This is an optimization exercise on Yosys and OpenROAD, whose aim is small area, a short achievable clock period and few clock cycles per item, not a production implementation. Function was checked by simulation only, so behaviour that the tests miss may differ from the original. Power and IR drop assume default switching activity.

==> flow/design.v <==
`timescale 1ns/1ps
`default_nettype none
package div_pkg;
	localparam int DIV_WIDTH = 64;
endpackage
`default_nettype wire
`timescale 1ns/1ps
`default_nettype none
module div_lzc64 (
	input  logic [63:0] x_i,
	output logic [6:0]  cnt_o
);
	logic [63:0] v0;
	logic [31:0] v1; logic [31:0][0:0] c1;
	logic [15:0] v2; logic [15:0][1:0] c2;
	logic [7:0]  v3; logic [7:0][2:0]  c3;
	logic [3:0]  v4; logic [3:0][3:0]  c4;
	logic [1:0]  v5; logic [1:0][4:0]  c5;
	logic        v6; logic [5:0]       c6;
	assign v0 = x_i;
	always_comb begin
		for (int i = 0; i < 32; i++) begin
			v1[i] = v0[2*i+1] | v0[2*i];
			c1[i] = ~v0[2*i+1];
		end
		for (int i = 0; i < 16; i++) begin
			v2[i] = v1[2*i+1] | v1[2*i];
			c2[i] = v1[2*i+1] ? {1'b0, c1[2*i+1]} : {1'b1, c1[2*i]};
		end
		for (int i = 0; i < 8; i++) begin
			v3[i] = v2[2*i+1] | v2[2*i];
			c3[i] = v2[2*i+1] ? {1'b0, c2[2*i+1]} : {1'b1, c2[2*i]};
		end
		for (int i = 0; i < 4; i++) begin
			v4[i] = v3[2*i+1] | v3[2*i];
			c4[i] = v3[2*i+1] ? {1'b0, c3[2*i+1]} : {1'b1, c3[2*i]};
		end
		for (int i = 0; i < 2; i++) begin
			v5[i] = v4[2*i+1] | v4[2*i];
			c5[i] = v4[2*i+1] ? {1'b0, c4[2*i+1]} : {1'b1, c4[2*i]};
		end
		v6 = v5[1] | v5[0];
		c6 = v5[1] ? {1'b0, c5[1]} : {1'b1, c5[0]};
	end
	assign cnt_o = v6 ? {1'b0, c6} : 7'd64;
endmodule
`default_nettype wire
`timescale 1ns/1ps
`default_nettype none
module int_div_top (
	input  wire                clk,
	input  wire                rst_n_i,
	input  logic               req_i,
	input  logic               req_op_i,        
	input  logic [63:0]        req_dividend_i,
	input  logic [63:0]        req_divisor_i,
	output logic               ack_o,
	output logic [63:0]        rsp_quotient_o,
	output logic [63:0]        rsp_remainder_o,
	output logic               rsp_div_by_zero_o
);
	logic       a_neg, b_neg, b_zero, a_pow2;
	logic [6:0] lz_a, lz_b;
	assign a_neg  = ~req_op_i & req_dividend_i[63];
	assign b_neg  = ~req_op_i & req_divisor_i[63];
	assign b_zero = ~|req_divisor_i;
	div_lzc64 i_lz_a (
		.x_i   ({req_op_i & req_dividend_i[63], req_dividend_i[62:0] ^ req_dividend_i[63:1]}),
		.cnt_o (lz_a)
	);
	div_lzc64 i_lz_b (
		.x_i   ({req_op_i & req_divisor_i[63], req_divisor_i[62:0] ^ req_divisor_i[63:1]}),
		.cnt_o (lz_b)
	);
	assign a_pow2 = a_neg & ~|(~req_dividend_i[63:1] & req_dividend_i[62:0]);
	logic st_idle, st_prep, st_algn, st_step, st_fix, st_done;
	logic        ack_q;
	logic [64:0] r_q;       
	logic [65:0] d_q;       
	logic        cin_q;     
	logic [63:0] q_q;       
	logic [6:0]  lza_q;
	logic [6:0]  lzb_q;
	logic        pow2_q;
	logic [6:0]  cnt_q;     
	logic [3:0]  srem_q;    
	logic        a_neg_q;   
	logic        same_q;    
	logic        b_neg_q;
	logic        qneg_q;    
	logic        dbz_q;
	logic [65:0] add_a;
	logic [65:0] s;
	logic        acc;
	function automatic logic [65:0] add66(input logic [65:0] a, input logic [65:0] b, input logic c);
		logic [66:0] g, p;
		g = {a & b, c};
		p = {a ^ b, 1'b0};
		for (int l = 0; l < 7; l++) begin
			for (int i = 0; i < 67; i++) begin
				if ((i >> l) & 1) begin
					g[i] = g[i] | (p[i] & g[((i >> l) << l) - 1]);
					p[i] = p[i] & p[((i >> l) << l) - 1];
				end
			end
		end
		add66 = (a ^ b) ^ g[65:0];
	endfunction
	assign add_a = {r_q[64], r_q};
	assign s     = add66(add_a, d_q, cin_q);
	assign acc   = s[65] ~^ a_neg_q;
	logic [7:0]  k;
	logic [2:0]  k_lo;
	logic [65:0] d_lo;
	logic        sh_big;
	logic [1:0]  sh8;
	logic [65:0] d_hi;
	assign k    = {1'b0, lzb_q} - {1'b0, lza_q} + {7'd0, pow2_q};
	assign k_lo = lzb_q[2:0] - lza_q[2:0] + {2'd0, pow2_q};
	assign d_lo = 66'(({{b_neg_q, b_neg_q, req_divisor_i} ^ {66{same_q}}, {7{same_q}}} << k_lo) >> 7);
	assign sh_big = srem_q[3] | srem_q[2] | (srem_q[1] & srem_q[0]);   
	assign sh8    = sh_big ? 2'd3 : srem_q[1:0];
	assign d_hi   = 66'(({d_q, {24{same_q}}} << {sh8, 3'd0}) >> 24);
	function automatic logic [63:0] below_or(input logic [63:0] x);
		logic [63:0] p;
		p = {x[62:0], 1'b0};
		for (int l = 0; l < 6; l++) begin
			for (int i = 0; i < 64; i++) begin
				if ((i >> l) & 1) p[i] = p[i] | p[((i >> l) << l) - 1];
			end
		end
		below_or = p;
	endfunction
	logic [63:0] q_fix;
	assign q_fix = qneg_q ? (q_q ^ below_or(q_q)) : q_q;
	logic last;
	logic start;
	assign last  = (cnt_q == 7'd0);
	assign start = st_idle & req_i;
	always_ff @(posedge clk or negedge rst_n_i) begin
		if (!rst_n_i) begin
			st_idle <= 1'b1;
			st_prep <= 1'b0;
			st_algn <= 1'b0;
			st_step <= 1'b0;
			st_fix  <= 1'b0;
			st_done <= 1'b0;
			ack_q   <= 1'b0;
		end else begin
			st_idle <= (st_idle & ~req_i) | (st_done & ~req_i);
			st_prep <= start;
			st_algn <= (st_prep & ~dbz_q & ~k[7] & (k[6:3] != 4'd0)) | (st_algn & sh_big & (srem_q != 4'd3));
			st_step <= (st_prep & ~dbz_q & ~k[7] & (k[6:3] == 4'd0)) | (st_algn & ~(sh_big & (srem_q != 4'd3))) |
				(st_step & ~last);
			st_fix  <= st_step & last & (a_neg_q | qneg_q);
			st_done <= (st_prep & (dbz_q | k[7])) | (st_step & last & ~a_neg_q & ~qneg_q) |
				st_fix | (st_done & req_i);
			ack_q   <= (st_prep & (dbz_q | k[7])) | (st_step & last & ~a_neg_q & ~qneg_q) |
				st_fix | (st_done & req_i);
		end
	end
	always_ff @(posedge clk) begin
		if (start) begin
			r_q <= {a_neg, req_dividend_i};
		end else if ((st_step & acc) | (st_prep & a_neg_q & ~k[7] & ~dbz_q) | (st_fix & a_neg_q)) begin
			r_q <= s[64:0];
		end
	end
	always_ff @(posedge clk) begin
		if (start) begin
			q_q <= '0;
		end else if (st_prep & dbz_q) begin
			q_q <= '1;
		end else if (st_step) begin
			q_q <= {q_q[62:0], acc};
		end else if (st_fix) begin
			q_q <= q_fix;
		end
	end
	always_ff @(posedge clk) begin
		if (start) begin
			d_q <= '1;
		end else if (st_prep) begin
			d_q <= d_lo;
		end else if (st_algn) begin
			d_q <= d_hi;
		end else if (st_step) begin
			d_q <= last ? '0 : {d_q[65], d_q[65:1]};
		end
		if (start) begin
			cin_q <= 1'b0;
		end else if (st_prep) begin
			cin_q <= same_q;
		end else if (st_step & last) begin
			cin_q <= 1'b1;
		end
	end
	always_ff @(posedge clk) begin
		if (start) begin
			lza_q   <= lz_a;
			lzb_q   <= lz_b;
			pow2_q  <= a_pow2;
			a_neg_q <= a_neg;
			same_q  <= (a_neg == b_neg);
			b_neg_q <= b_neg;
			qneg_q  <= a_neg ^ b_neg;
			dbz_q   <= b_zero;
		end
		if (st_prep) begin
			cnt_q  <= k[6:0];
			srem_q <= k[6:3];
		end else if (st_algn) begin
			srem_q <= srem_q - {2'd0, sh8};
		end else if (st_step) begin
			cnt_q <= cnt_q - 7'd1;
		end
	end
	assign ack_o             = ack_q;
	assign rsp_quotient_o    = q_q;
	assign rsp_remainder_o   = r_q[63:0];
	assign rsp_div_by_zero_o = dbz_q;
endmodule
`default_nettype wire
==> flow/config.mk <==
export PLATFORM = sky130hd
export DESIGN_NAME = int_div_top
export DESIGN_NICKNAME = int_div_top
export VERILOG_FILES = /design/flow/design.v
export SDC_FILE = /design/flow/constraint.sdc
export NUM_CORES = 4
export LEC_CHECK = 0
export CAP_MARGIN = 20
export CORE_MARGIN = 2
export CORE_UTILIZATION = 40
export SETUP_SLACK_MARGIN = 2
export SLEW_MARGIN = 20
==> flow/constraint.sdc <==
create_clock -name core_clock -period 5.0 [get_ports {clk}]
set_input_delay 1.0000 -clock core_clock [delete_from_list [all_inputs] [get_ports {clk}]]
set_output_delay 1.0000 -clock core_clock [all_outputs]
set_load 0.01 [all_outputs]
run.sh (not shown) runs the stock make flow with config.mk's settings and CLKGATE_MAP_FILE= SYNTH_SCRIPT=/design/flow/synth_recipe.tcl, a recipe that flattens the netlist after the stock synthesis.
The baseline finished clean.
Testbench counts at the start, summed over its fixed seeds: cycles 85,279, items 8,000.
Rerun with:
--- a/flow/design.v
+++ b/flow/design.v
@@ -83,7 +83,7 @@
 	logic [6:0]  lzb_q;
 	logic        pow2_q;
 	logic [6:0]  cnt_q;     
-	logic [3:0]  srem_q;    
+	logic [4:0]  srem_q;    
 	logic        a_neg_q;   
 	logic        same_q;    
 	logic        b_neg_q;
@@ -110,17 +110,17 @@
 	assign s     = add66(add_a, d_q, cin_q);
 	assign acc   = s[65] ~^ a_neg_q;
 	logic [7:0]  k;
-	logic [2:0]  k_lo;
+	logic [1:0]  k_lo;
 	logic [65:0] d_lo;
 	logic        sh_big;
-	logic [1:0]  sh8;
+	logic [2:0]  sh4;
 	logic [65:0] d_hi;
 	assign k    = {1'b0, lzb_q} - {1'b0, lza_q} + {7'd0, pow2_q};
-	assign k_lo = lzb_q[2:0] - lza_q[2:0] + {2'd0, pow2_q};
-	assign d_lo = 66'(({{b_neg_q, b_neg_q, req_divisor_i} ^ {66{same_q}}, {7{same_q}}} << k_lo) >> 7);
-	assign sh_big = srem_q[3] | srem_q[2] | (srem_q[1] & srem_q[0]);   
-	assign sh8    = sh_big ? 2'd3 : srem_q[1:0];
-	assign d_hi   = 66'(({d_q, {24{same_q}}} << {sh8, 3'd0}) >> 24);
+	assign k_lo = lzb_q[1:0] - lza_q[1:0] + {1'd0, pow2_q};
+	assign d_lo = 66'(({{b_neg_q, b_neg_q, req_divisor_i} ^ {66{same_q}}, {3{same_q}}} << k_lo) >> 3);
+	assign sh_big = srem_q[4] | srem_q[3] | (srem_q[2] & srem_q[1] & srem_q[0]);   
+	assign sh4    = sh_big ? 3'd7 : srem_q[2:0];
+	assign d_hi   = 66'(({d_q, {28{same_q}}} << {sh4, 2'd0}) >> 28);
 	function automatic logic [63:0] below_or(input logic [63:0] x);
 		logic [63:0] p;
 		p = {x[62:0], 1'b0};
@@ -149,8 +149,8 @@
 		end else begin
 			st_idle <= (st_idle & ~req_i) | (st_done & ~req_i);
 			st_prep <= start;
-			st_algn <= (st_prep & ~dbz_q & ~k[7] & (k[6:3] != 4'd0)) | (st_algn & sh_big & (srem_q != 4'd3));
-			st_step <= (st_prep & ~dbz_q & ~k[7] & (k[6:3] == 4'd0)) | (st_algn & ~(sh_big & (srem_q != 4'd3))) |
+			st_algn <= (st_prep & ~dbz_q & ~k[7] & (k[6:2] != 5'd0)) | (st_algn & sh_big & (srem_q != 5'd7));
+			st_step <= (st_prep & ~dbz_q & ~k[7] & (k[6:2] == 5'd0)) | (st_algn & ~(sh_big & (srem_q != 5'd7))) |
 				(st_step & ~last);
 			st_fix  <= st_step & last & (a_neg_q | qneg_q);
 			st_done <= (st_prep & (dbz_q | k[7])) | (st_step & last & ~a_neg_q & ~qneg_q) |
@@ -208,9 +208,9 @@
 		end
 		if (st_prep) begin
 			cnt_q  <= k[6:0];
-			srem_q <= k[6:3];
+			srem_q <= k[6:2];
 		end else if (st_algn) begin
-			srem_q <= srem_q - {2'd0, sh8};
+			srem_q <= srem_q - {2'd0, sh4};
 		end else if (st_step) begin
 			cnt_q <= cnt_q - 7'd1;
 		end
The new run completed with no timing, DRC or antenna violations.
Hold slack got worse by 0.0057 ns.
Setup slack got worse by 0.18 ns.
Clock-buffer cell count went up by 7.
Wire length went up by 4.0%.
Clock power is about the same.
Cell area went down by 1.8%.
Sequential power hardly moves.
Non-clock buffer count went down by 39.
Testbench counts after the change, summed over its fixed seeds: cycles 85,582, items 8,000.

---

RTL: the design.v shown in full above, as it stands there.
==> flow/config.mk <==
export PLATFORM = sky130hd
export DESIGN_NAME = int_div_top
export DESIGN_NICKNAME = int_div_top
export VERILOG_FILES = /design/flow/design.v
export SDC_FILE = /design/flow/constraint.sdc
export NUM_CORES = 4
export LEC_CHECK = 0
export CAP_MARGIN = 20
export CORE_MARGIN = 2
export CORE_UTILIZATION = 40
export SETUP_SLACK_MARGIN = 1.5
export SLEW_MARGIN = 20
==> flow/constraint.sdc <==
create_clock -name core_clock -period 5.0 [get_ports {clk}]
set_input_delay 1.0000 -clock core_clock [delete_from_list [all_inputs] [get_ports {clk}]]
set_output_delay 1.0000 -clock core_clock [all_outputs]
set_load 0.01 [all_outputs]
standard.sh (not shown) runs the stock make flow with config.mk's settings and CLKGATE_MAP_FILE= SYNTH_SCRIPT=/design/flow/synth_recipe.tcl, a recipe that flattens the netlist after the stock synthesis.
==> flow/flow/run.sh <==
#!/bin/bash
# The standard layout (the standard.sh: standard synthesis, floorplan,
# placement, CTS, routing), with one change: the port buffers that
# buffer_ports inserts on every input and output are buf_2 cells instead of
# the delay cell it picks by default. Make's full output goes to
# flow_make.log here; ORFS's per-step logs stay under orfs/logs/.
set -euo pipefail
bash standard.sh 'BUFFER_PORTS_ARGS=-buffer_cell sky130_fd_sc_hd__buf_2' finish > flow_make.log 2>&1
Testbench counts at the start, summed over its fixed seeds: cycles 85,279, items 8,000.
Then changed:
--- a/flow/design.v
+++ b/flow/design.v
@@ -80,9 +80,11 @@
 	logic        cin_q;     
 	logic [63:0] q_q;       
-	logic [6:0]  lza_q;
-	logic [6:0]  lzb_q;
+	logic [6:0]  lza_q;     
+	logic [6:0]  lzb_q;     
 	logic        pow2_q;
-	logic [6:0]  cnt_q;     
-	logic [3:0]  srem_q;    
+	logic [6:0]  cnt_q;
+	logic [3:0]  srem_q;
+	assign cnt_q  = lza_q;
+	assign srem_q = lzb_q[3:0];
 	logic        a_neg_q;   
 	logic        same_q;    
@@ -198,6 +200,4 @@
 	always_ff @(posedge clk) begin
 		if (start) begin
-			lza_q   <= lz_a;
-			lzb_q   <= lz_b;
 			pow2_q  <= a_pow2;
 			a_neg_q <= a_neg;
@@ -207,11 +207,14 @@
 			dbz_q   <= b_zero;
 		end
-		if (st_prep) begin
-			cnt_q  <= k[6:0];
-			srem_q <= k[6:3];
+		if (start) begin
+			lza_q <= lz_a;
+			lzb_q <= lz_b;
+		end else if (st_prep) begin
+			lza_q <= k[6:0];
+			lzb_q <= {3'd0, k[6:3]};
 		end else if (st_algn) begin
-			srem_q <= srem_q - {2'd0, sh8};
+			lzb_q <= {3'd0, srem_q - {2'd0, sh8}};
 		end else if (st_step) begin
-			cnt_q <= cnt_q - 7'd1;
+			lza_q <= lza_q - 7'd1;
 		end
 	end
Wire length rose by 9.9%.
Area after synthesis is higher by 2.2%.
Die area grows by about 2.2%.
Count of clock-buffer cells in the layout falls by 1.
Design area is about the same.
Hold slack gets better by 10 ps.
First-iteration DRC count increases by about 9%.
Sequential power shrinks by about 2%.
Fmax went up by 2.0%.
Clock skew goes down by 8.3 ps.
Setup slack gains 70 ps.
Clock power stays flat.
Via count went up by about 6%.
Testbench counts after the change, summed over its fixed seeds: cycles 85,279, items 8,000.

---

== wip/ember ==
Another version of the RTL of int_div_top (not shown whole).
Size: about 2900 cells after synthesis, about 230 flip-flops, roughly 260 I/O pins.
==> module int_div_top, before the edit <==
module int_div_top (
	input  wire                clk,
	input  wire                rst_n_i,
	input  logic               req_i,
	input  logic               req_op_i,        
	input  logic [63:0]        req_dividend_i,
	input  logic [63:0]        req_divisor_i,
	output logic               ack_o,
	output logic [63:0]        rsp_quotient_o,
	output logic [63:0]        rsp_remainder_o,
	output logic               rsp_div_by_zero_o
);
	logic       a_neg, b_neg, b_zero, a_pow2;
	logic [6:0] lz_a, lz_b;
	assign a_neg  = ~req_op_i & req_dividend_i[63];
	assign b_neg  = ~req_op_i & req_divisor_i[63];
	assign b_zero = ~|req_divisor_i;
	div_lzc64 i_lz_a (
		.x_i   ({req_op_i & req_dividend_i[63], req_dividend_i[62:0] ^ req_dividend_i[63:1]}),
		.cnt_o (lz_a)
	);
	div_lzc64 i_lz_b (
		.x_i   ({req_op_i & req_divisor_i[63], req_divisor_i[62:0] ^ req_divisor_i[63:1]}),
		.cnt_o (lz_b)
	);
	assign a_pow2 = a_neg & ~|(~req_dividend_i[63:1] & req_dividend_i[62:0]);
	logic st_idle, st_prep, st_algn, st_step, st_fix, st_done;
	logic        ack_q;
	logic [64:0] r_q;       
	logic [65:0] d_q;       
	logic        cin_q;     
	logic [63:0] q_q;       
	logic [6:0]  lza_q;
	logic [6:0]  lzb_q;
	logic        pow2_q;
	logic [6:0]  cnt_q;     
	logic [3:0]  srem_q;    
	logic        a_neg_q;   
	logic        same_q;    
	logic        b_neg_q;
	logic        qneg_q;    
	logic        dbz_q;
	logic [65:0] add_a;
	logic [65:0] s;
	logic        acc;
	function automatic logic [65:0] add66(input logic [65:0] a, input logic [65:0] b, input logic c);
		logic [66:0] g, p;
		g = {a & b, c};
		p = {a ^ b, 1'b0};
		for (int l = 0; l < 7; l++) begin
			for (int i = 0; i < 67; i++) begin
				if ((i >> l) & 1) begin
					g[i] = g[i] | (p[i] & g[((i >> l) << l) - 1]);
					p[i] = p[i] & p[((i >> l) << l) - 1];
				end
			end
		end
		add66 = (a ^ b) ^ g[65:0];
	endfunction
	assign add_a = {r_q[64], r_q};
	assign s     = add66(add_a, d_q, cin_q);
	assign acc   = s[65] ~^ a_neg_q;
	logic [7:0]  k;
	logic [2:0]  k_lo;
	logic [65:0] d_lo;
	logic        sh_big;
	logic [1:0]  sh8;
	logic [65:0] d_hi;
	assign k    = {1'b0, lzb_q} - {1'b0, lza_q} + {7'd0, pow2_q};
	assign k_lo = lzb_q[2:0] - lza_q[2:0] + {2'd0, pow2_q};
	assign d_lo = 66'(({{b_neg_q, b_neg_q, req_divisor_i} ^ {66{same_q}}, {7{same_q}}} << k_lo) >> 7);
	assign sh_big = srem_q[3] | srem_q[2] | (srem_q[1] & srem_q[0]);   
	assign sh8    = sh_big ? 2'd3 : srem_q[1:0];
	assign d_hi   = 66'(({d_q, {24{same_q}}} << {sh8, 3'd0}) >> 24);
	function automatic logic [63:0] below_or(input logic [63:0] x);
		logic [63:0] p;
		p = {x[62:0], 1'b0};
		for (int l = 0; l < 6; l++) begin
			for (int i = 0; i < 64; i++) begin
				if ((i >> l) & 1) p[i] = p[i] | p[((i >> l) << l) - 1];
			end
		end
		below_or = p;
	endfunction
	logic [63:0] q_fix;
	assign q_fix = qneg_q ? (q_q ^ below_or(q_q)) : q_q;
	logic last;
	logic start;
	logic quick;
	assign last  = (cnt_q == 7'd0);
	assign start = st_idle & req_i;
	function automatic logic gt7(input logic [6:0] x, input logic [6:0] y);
		logic [7:0] g, e;
		g = {1'b0, x & ~y};
		e = {1'b1, x ~^ y};
		for (int w = 1; w < 8; w = w * 2) begin
			for (int i = 0; i + w < 8; i += 2 * w) begin
				g[i] = g[i + w] | (e[i + w] & g[i]);
				e[i] = e[i + w] & e[i];
			end
		end
		gt7 = g[0];
	endfunction
	logic a_short;
	assign a_short = ~a_pow2 & gt7(lz_a, lz_b);
	assign quick = ~a_neg_q & ~dbz_q & (k == 8'd0);
	always_ff @(posedge clk or negedge rst_n_i) begin
		if (!rst_n_i) begin
			st_idle <= 1'b1;
			st_prep <= 1'b0;
			st_algn <= 1'b0;
			st_step <= 1'b0;
			st_fix  <= 1'b0;
			st_done <= 1'b0;
			ack_q   <= 1'b0;
		end else begin
			st_idle <= (st_idle & ~req_i) | (st_done & ~req_i);
			st_prep <= start & ~a_short;
			st_algn <= (st_prep & ~dbz_q & ~k[7] & (k[6:3] != 4'd0)) | (st_algn & sh_big & (srem_q != 4'd3));
			st_step <= (st_prep & ~dbz_q & ~k[7] & (k[6:3] == 4'd0) & ~quick) | (st_algn & ~(sh_big & (srem_q != 4'd3))) |
				(st_step & ~last);
			st_fix  <= (st_step & last & (a_neg_q | qneg_q)) | (st_prep & quick & qneg_q);
			st_done <= (start & a_short) | (st_prep & (dbz_q | k[7] | (quick & ~qneg_q))) |
				(st_step & last & ~a_neg_q & ~qneg_q) | st_fix | (st_done & req_i);
			ack_q   <= (start & a_short) | (st_prep & (dbz_q | k[7] | (quick & ~qneg_q))) |
				(st_step & last & ~a_neg_q & ~qneg_q) | st_fix | (st_done & req_i);
		end
	end
	always_ff @(posedge clk) begin
		if (start) begin
			r_q <= {a_neg, req_dividend_i};
		end else if ((st_step & acc) | (st_prep & a_neg_q & ~k[7] & ~dbz_q) | (st_prep & quick & acc) |
				(st_fix & a_neg_q)) begin
			r_q <= s[64:0];
		end
	end
	always_ff @(posedge clk) begin
		if (start) begin
			q_q <= '0;
		end else if (st_prep) begin
			q_q <= dbz_q ? '1 : {63'd0, quick & acc};
		end else if (st_step) begin
			q_q <= {q_q[62:0], acc};
		end else if (st_fix) begin
			q_q <= q_fix;
		end
	end
	always_ff @(posedge clk) begin
		if (start) begin
			d_q <= a_neg ? '1 : ({b_neg, b_neg, req_divisor_i} ^ {66{a_neg == b_neg}});
		end else if (st_prep) begin
			d_q <= d_lo;
		end else if (st_algn) begin
			d_q <= d_hi;
		end else if (st_step) begin
			d_q <= last ? '0 : {d_q[65], d_q[65:1]};
		end
		if (start) begin
			cin_q <= ~a_neg & (a_neg == b_neg);
		end else if (st_prep) begin
			cin_q <= same_q;
		end else if (st_step & last) begin
			cin_q <= 1'b1;
		end
	end
	always_ff @(posedge clk) begin
		if (start) begin
			lza_q   <= lz_a;
			lzb_q   <= lz_b;
			pow2_q  <= a_pow2;
			a_neg_q <= a_neg;
			same_q  <= (a_neg == b_neg);
			b_neg_q <= b_neg;
			qneg_q  <= a_neg ^ b_neg;
			dbz_q   <= b_zero;
		end
		if (st_prep) begin
			cnt_q  <= k[6:0];
			srem_q <= k[6:3];
		end else if (st_algn) begin
			srem_q <= srem_q - {2'd0, sh8};
		end else if (st_step) begin
			cnt_q <= cnt_q - 7'd1;
		end
	end
	assign ack_o             = ack_q;
	assign rsp_quotient_o    = q_q;
	assign rsp_remainder_o   = r_q[63:0];
	assign rsp_div_by_zero_o = dbz_q;
endmodule
export LEC_CHECK = 0
export CAP_MARGIN = 20
export CORE_MARGIN = 2
export CORE_UTILIZATION = 40
export SETUP_SLACK_MARGIN = 1.5
export SLEW_MARGIN = 20
create_clock -name core_clock -period 5.0 [get_ports {clk}]
Scripts as last shown in full above: flow/flow/run.sh
Testbench counts of wip/ember, summed over its fixed seeds: cycles 80,985, items 8,000.
The inputs of wip/willow differ from those of wip/ember as listed below.
--- a/flow/design.v
+++ b/flow/design.v
@@ -138,20 +138,6 @@
 	logic quick;
 	assign last  = (cnt_q == 7'd0);
 	assign start = st_idle & req_i;
-	function automatic logic gt7(input logic [6:0] x, input logic [6:0] y);
-		logic [7:0] g, e;
-		g = {1'b0, x & ~y};
-		e = {1'b1, x ~^ y};
-		for (int w = 1; w < 8; w = w * 2) begin
-			for (int i = 0; i + w < 8; i += 2 * w) begin
-				g[i] = g[i + w] | (e[i + w] & g[i]);
-				e[i] = e[i + w] & e[i];
-			end
-		end
-		gt7 = g[0];
-	endfunction
-	logic a_short;
-	assign a_short = ~a_pow2 & gt7(lz_a, lz_b);
 	assign quick = ~a_neg_q & ~dbz_q & (k == 8'd0);
 	always_ff @(posedge clk or negedge rst_n_i) begin
 		if (!rst_n_i) begin
@@ -164,15 +150,15 @@
 			ack_q   <= 1'b0;
 		end else begin
 			st_idle <= (st_idle & ~req_i) | (st_done & ~req_i);
-			st_prep <= start & ~a_short;
+			st_prep <= start;
 			st_algn <= (st_prep & ~dbz_q & ~k[7] & (k[6:3] != 4'd0)) | (st_algn & sh_big & (srem_q != 4'd3));
 			st_step <= (st_prep & ~dbz_q & ~k[7] & (k[6:3] == 4'd0) & ~quick) | (st_algn & ~(sh_big & (srem_q != 4'd3))) |
 				(st_step & ~last);
 			st_fix  <= (st_step & last & (a_neg_q | qneg_q)) | (st_prep & quick & qneg_q);
-			st_done <= (start & a_short) | (st_prep & (dbz_q | k[7] | (quick & ~qneg_q))) |
-				(st_step & last & ~a_neg_q & ~qneg_q) | st_fix | (st_done & req_i);
-			ack_q   <= (start & a_short) | (st_prep & (dbz_q | k[7] | (quick & ~qneg_q))) |
-				(st_step & last & ~a_neg_q & ~qneg_q) | st_fix | (st_done & req_i);
+			st_done <= (st_prep & (dbz_q | k[7] | (quick & ~qneg_q))) | (st_step & last & ~a_neg_q & ~qneg_q) |
+				st_fix | (st_done & req_i);
+			ack_q   <= (st_prep & (dbz_q | k[7] | (quick & ~qneg_q))) | (st_step & last & ~a_neg_q & ~qneg_q) |
+				st_fix | (st_done & req_i);
 		end
 	end
 	always_ff @(posedge clk) begin
## What came out
Worst slack at placement: wip/willow < wip/ember
wip/willow vs. wip/ember: post-route minimum period moved down, cell row count fell by 1.1%, final hold slack shrank by 0.030 ns.
Compared with wip/ember, wip/willow shows a first-pass GRT wire length that is 2.3% lower.
First-iteration DRC count (wip/willow over wip/ember): increase, 105
Compared with wip/ember, wip/willow shows routing usage on met1 higher by 0.32 points.
The run with more routed wire is wip/ember, not wip/willow.
Every run (wip/willow and wip/ember) finished clean.
Proportion of power drawn by flip-flops and latches: wip/willow lower than wip/ember
Summary of wip/willow over wip/ember: overall fraction of global-route tracks in use lower, post-layout worst setup margin higher, average wire per cell in the routed design lower, synthesized-area fraction occupied by adder cells roughly the same.
Lower via count goes to wip/willow over wip/ember.
Testbench counts of wip/willow, summed over its fixed seeds: cycles 84,200, items 8,000.

[static timing again, ports no longer ideal]
How much do the figures lean on ideal ports? The routed layouts below were timed once more, with nothing changed but the port constraints. Step 1 (the two cells are an assumption about what drives the block):
set clk [get_ports {clk}]
set_driving_cell -lib_cell sky130_fd_sc_hd__clkbuf_16 $clk
set_driving_cell -lib_cell sky130_fd_sc_hd__buf_2 [delete_from_list [all_inputs] $clk]
Step 2, shift: input delay + t, output delay - t, t = (earliest + latest rising clock arrival at the registers) / 2. This alone moves slack from input paths to output paths. a / b / c = no drivers / after step 1 / after step 2; a / b = the first two.
| run | t, ns | setup slack, ns | slew at the worst register clock pin (ns) |
|---|---|---|---|
| the first run of note 1 | 0.645 | 1.399 / 1.399 / 1.399 | 0.06 / 0.06 |
| the second run of note 1 | 0.647 | 1.216 / 1.216 / 1.216 | 0.07 / 0.07 |
| the first run of note 2 | 0.629 | 1.412 / 1.412 / 1.128 | 0.06 / 0.06 |
| the second run of note 2 | 0.629 | 1.482 / 1.482 / 1.144 | 0.07 / 0.07 |
| wip/ember | 0.637 | 1.017 / 1.017 / 0.865 | 0.07 / 0.07 |
| wip/willow | 0.652 | 1.351 / 1.351 / 0.927 | 0.07 / 0.07 |
After both steps every run listed still meets setup and hold. For wip/willow, which loses most, drivers alone change the setup slack by 0.000 ns; drivers and shift together by -0.424 ns.
